This is an optimization exercise on Yosys and OpenROAD, whose aim is small area and a short achievable clock period, not a production implementation. RTL that was checked went through simulation tests only; none was proved equivalent to the original. Power and IR drop assume default switching activity.

// sram_arb_top
module sram_arb_top (
  input  logic         clk,
  input  logic         rst,
  input  logic [3:0]   en,
  input  logic [3:0]   wr,
  input  logic [127:0] wr_data,
  input  logic [27:0]  addr,
  output logic [3:0]   gnt,
  output logic [3:0]   rd_valid,
  output logic [31:0]  rd_data
);
For scale: ~6700 cells after synthesis, ~150000 um^2 of cells after synthesis.
export LEC_CHECK = 0
export CAP_MARGIN = 20
export CORE_MARGIN = 2
export CORE_UTILIZATION = 65
export CTS_BUF_LIST = sky130_fd_sc_hd__clkbuf_8 sky130_fd_sc_hd__clkbuf_16
export CTS_CLUSTER_DIAMETER = 80
export CTS_CLUSTER_SIZE = 24
export PLACE_DENSITY = 0.65
export SETUP_SLACK_MARGIN = 3.3
export SLEW_MARGIN = 20
export SYNTH_HIERARCHICAL = 1
export SYNTH_MINIMUM_KEEP_SIZE = 0
create_clock -name core_clock -period 6.3 [get_ports {clk}]
run.sh (not shown) runs the stock make flow with config.mk's settings and CLKGATE_MAP_FILE= SYNTH_SCRIPT=/design/flow/synth_recipe.tcl, a recipe that flattens the netlist after the stock synthesis.
==> next run, changes <==
Settings changed: PLACE_DENSITY 0.65 to 0.75.
Setup slack gains 0.046 ns.
Power hardly moves.
Core utilization barely changes.
Register-to-register slack loses 0.02 ns.
Die area does not change.
Design area is about the same.
Critical path depth is unchanged.
Hold slack gains 0.0078 ns.
Combinational power came out lower by about 2%.
==> next run, changes <==
Settings changed: CORE_UTILIZATION 65 to 75, PLACE_DENSITY 0.75 to 0.84, SETUP_SLACK_MARGIN 3.3 to 3.2.
The new run ran to the end with no violations. Cell area drops slightly. First-iteration DRC count climbs by a quarter to a third. Via count climbs by a few percent. Final cell count drops by a few percent. Clock skew drops by 0.0037 ns. Worst setup slack gains 0.016 ns. Sequential cell count stays the same.
==> next run, changes <==
Settings changed: CORE_UTILIZATION 75 to 65, CTS_CLUSTER_DIAMETER 80 to 90, CTS_CLUSTER_SIZE 24 to 28, PLACE_DENSITY 0.84 to 0.75, SETUP_SLACK_MARGIN 3.2 to 3.0.
Outcome:
- The changed run went through all stages and came out clean
- count of clock-buffer cells in the layout went down by 28
- fmax went down by a few percent
- non-clock buffer count went down by 11
- via count went down by a few percent
- total power went down by a few percent
- critical path depth went down by 3

---

Another version of the RTL of sram_arb_top (not shown whole).
For scale: about 6,600 cells after synthesis, ~4,200 flip-flops, roughly 210 I/O pins, ~0.14 mm2 of cells after synthesis.
clock: 6.3 ns
lec_check: 0
cap_margin: 20
core_margin: 2
core_utilization: 65
cts_buf_list: sky130_fd_sc_hd__clkbuf_4 sky130_fd_sc_hd__clkbuf_8
place_density: 0.75
setup_slack_margin: 3.0
slew_margin: 20
synth_hierarchical: 1
synth_minimum_keep_size: 0
The baseline passed the timing, design-rule and antenna checks.
Then changed:
--- a/flow/config.mk
+++ b/flow/config.mk
@@ -12,3 +12,3 @@
 export PLACE_DENSITY = 0.75
-export SETUP_SLACK_MARGIN = 3.0
+export SETUP_SLACK_MARGIN = 0.2
 export SLEW_MARGIN = 20
Routed wire length drops by 5.1%.
Power drops by 1.8%.
Core utilization drops by 1.4 points.
Clock-buffer cell count drops by 24.
No functional check of the RTL was part of any run of this note.

---

sram_arb_top with an RTL version that a note above also has.
Size: ~6,700 cells after synthesis, about 0.15 sq mm of cells after synthesis.
export LEC_CHECK = 0
export CAP_MARGIN = 20
export CORE_MARGIN = 2
export CORE_UTILIZATION = 65
export CTS_BUF_LIST = sky130_fd_sc_hd__clkbuf_8 sky130_fd_sc_hd__clkbuf_16
export CTS_CLUSTER_DIAMETER = 90
export CTS_CLUSTER_SIZE = 28
export PLACE_DENSITY = 0.75
export SETUP_SLACK_MARGIN = 3.2
export SLEW_MARGIN = 20
export SYNTH_HIERARCHICAL = 1
export SYNTH_MINIMUM_KEEP_SIZE = 0
create_clock -name core_clock -period 6.3 [get_ports {clk}]
==> next run, changes <==
CTS_CLUSTER_DIAMETER = 80   (was 90)
CTS_CLUSTER_SIZE = 24   (was 28)
The changed run ran to the end with no violations.
Combinational power stays flat.
Routed wire length rises by 0.54%.
Worst hold slack is about the same.
Count of clock-buffer cells in the layout rises by 29.
Synthesized cell count is unchanged.
Cell area rises by 0.49%.
Clock skew hardly moves.
Sequential share of layout area falls by 0.39 points.
Die area does not change.
==> next run, changes <==
==> flow/flow/run.sh (new file) <==
#!/bin/bash
# The standard layout, with the port buffers made from buf_2 cells and
# non-critical gates downsized after global routing.
set -euo pipefail
bash standard.sh \
  BUFFER_PORTS_ARGS="-buffer_cell sky130_fd_sc_hd__buf_2" \
  RECOVER_POWER=100 \
  finish > standard_flow.log 2>&1
==> flow/standard.sh (new file) <==
#!/bin/bash
# synth_recipe.tcl (not shown) runs the flow's synth.tcl, then flattens the netlist and writes it again
# the make line also repeats each setting of config.mk as NAME=value (left out here)
make -C /OpenROAD-flow-scripts/flow DESIGN_CONFIG=/design/flow/config.mk WORK_HOME=/design/flow/orfs CLKGATE_MAP_FILE= SYNTH_SCRIPT=/design/flow/synth_recipe.tcl "${@:-finish}"
removed: flow/run.sh
The new run finished but failed the layout checks on max-capacitance violations, max-slew violations; sequential cell count is unchanged; global-route usage stays flat; via count hardly moves; total power went down by about 0.44%; count of clock-buffer cells in the layout rises by 3; die area stays the same; clock power hardly moves; design area shrinks by about 1.3%.
==> next run, changes <==
==> flow/run.sh (new file) <==
#!/bin/bash
# synth_recipe.tcl (not shown) runs the flow's synth.tcl, then flattens the netlist and writes it again
# the make line also repeats each setting of config.mk as NAME=value (left out here)
make -C /OpenROAD-flow-scripts/flow DESIGN_CONFIG=/design/flow/config.mk WORK_HOME=/design/flow/orfs CLKGATE_MAP_FILE= SYNTH_SCRIPT=/design/flow/synth_recipe.tcl finish
SETUP_SLACK_MARGIN = 3.5   (was 3.2)
removed: flow/flow/run.sh
removed: flow/standard.sh
This time the run produced a clean layout.
Area after synthesis stays the same.
Die area is unchanged.
Power went up by about 0.9%.
Routed wire length went up by 1.5%.
Non-clock buffer count went up by 2.
Utilization went up by 1.1 points.

-- static timing again, ports no longer ideal --
The results above use ideal ports. As a check the final layouts listed here were re-extracted and re-timed, cells and wires unchanged.
Step 1, drivers: a clkbuf_16 drives clk and a buf_2 each remaining input, both assumed.
Step 2 adds t to the input delays and takes it off the output delays; t is the mean of the earliest and latest rising clock arrival at the registers after step 1. Input paths then give back, and output paths get back, about the clock's delay inside the block.
Three values: ideal, step 1, step 2; two values: the first two.
| run | shift t [ns] | setup slack, ns | latest minus earliest clock arrival (ns) | worst slew at a driven data input, ns | cell pins on the clock port's net |
|---|---|---|---|---|---|
| the first run of note 1 | 0.979 | 2.970 / 2.895 / 2.895 | 0.033 / 0.034 | 0.10 | 1 |
| the second run of note 1 | 0.970 | 3.017 / 2.934 / 2.741 | 0.065 / 0.065 | 0.09 | 1 |
| the third run of note 1 | 0.986 | 3.033 / 2.988 / 2.531 | 0.062 / 0.062 | 0.07 | 1 |
| the fourth run of note 1 | 0.958 | 2.929 / 2.911 / 2.912 | 0.071 / 0.071 | 0.09 | 1 |
| the first run of note 2 | 1.179 | 2.520 / 2.520 / 1.859 | 0.097 / 0.097 | 0.14 | 1 |
| the second run of note 2 | 1.173 | 1.361 / 1.361 / 1.361 | 0.108 / 0.109 | 0.15 | 1 |
| the first run of note 3 | 0.963 | 2.986 / 2.940 / 2.835 | 0.071 / 0.072 | 0.09 | 1 |
| the second run of note 3 | 0.961 | 2.995 / 2.949 / 2.855 | 0.070 / 0.070 | 0.09 | 1 |
| the third run of note 3 | 0.994 | 1.389 / 1.389 / 0.673 | 0.056 / 0.056 | 0.07 | 1 |
| the fourth run of note 3 | 0.978 | 2.976 / 2.915 / 2.746 | 0.042 / 0.042 | 0.08 | 1 |
For the third run of note 3, which loses most, drivers alone change the setup slack by 0.000 ns; drivers and shift together by -0.716 ns.
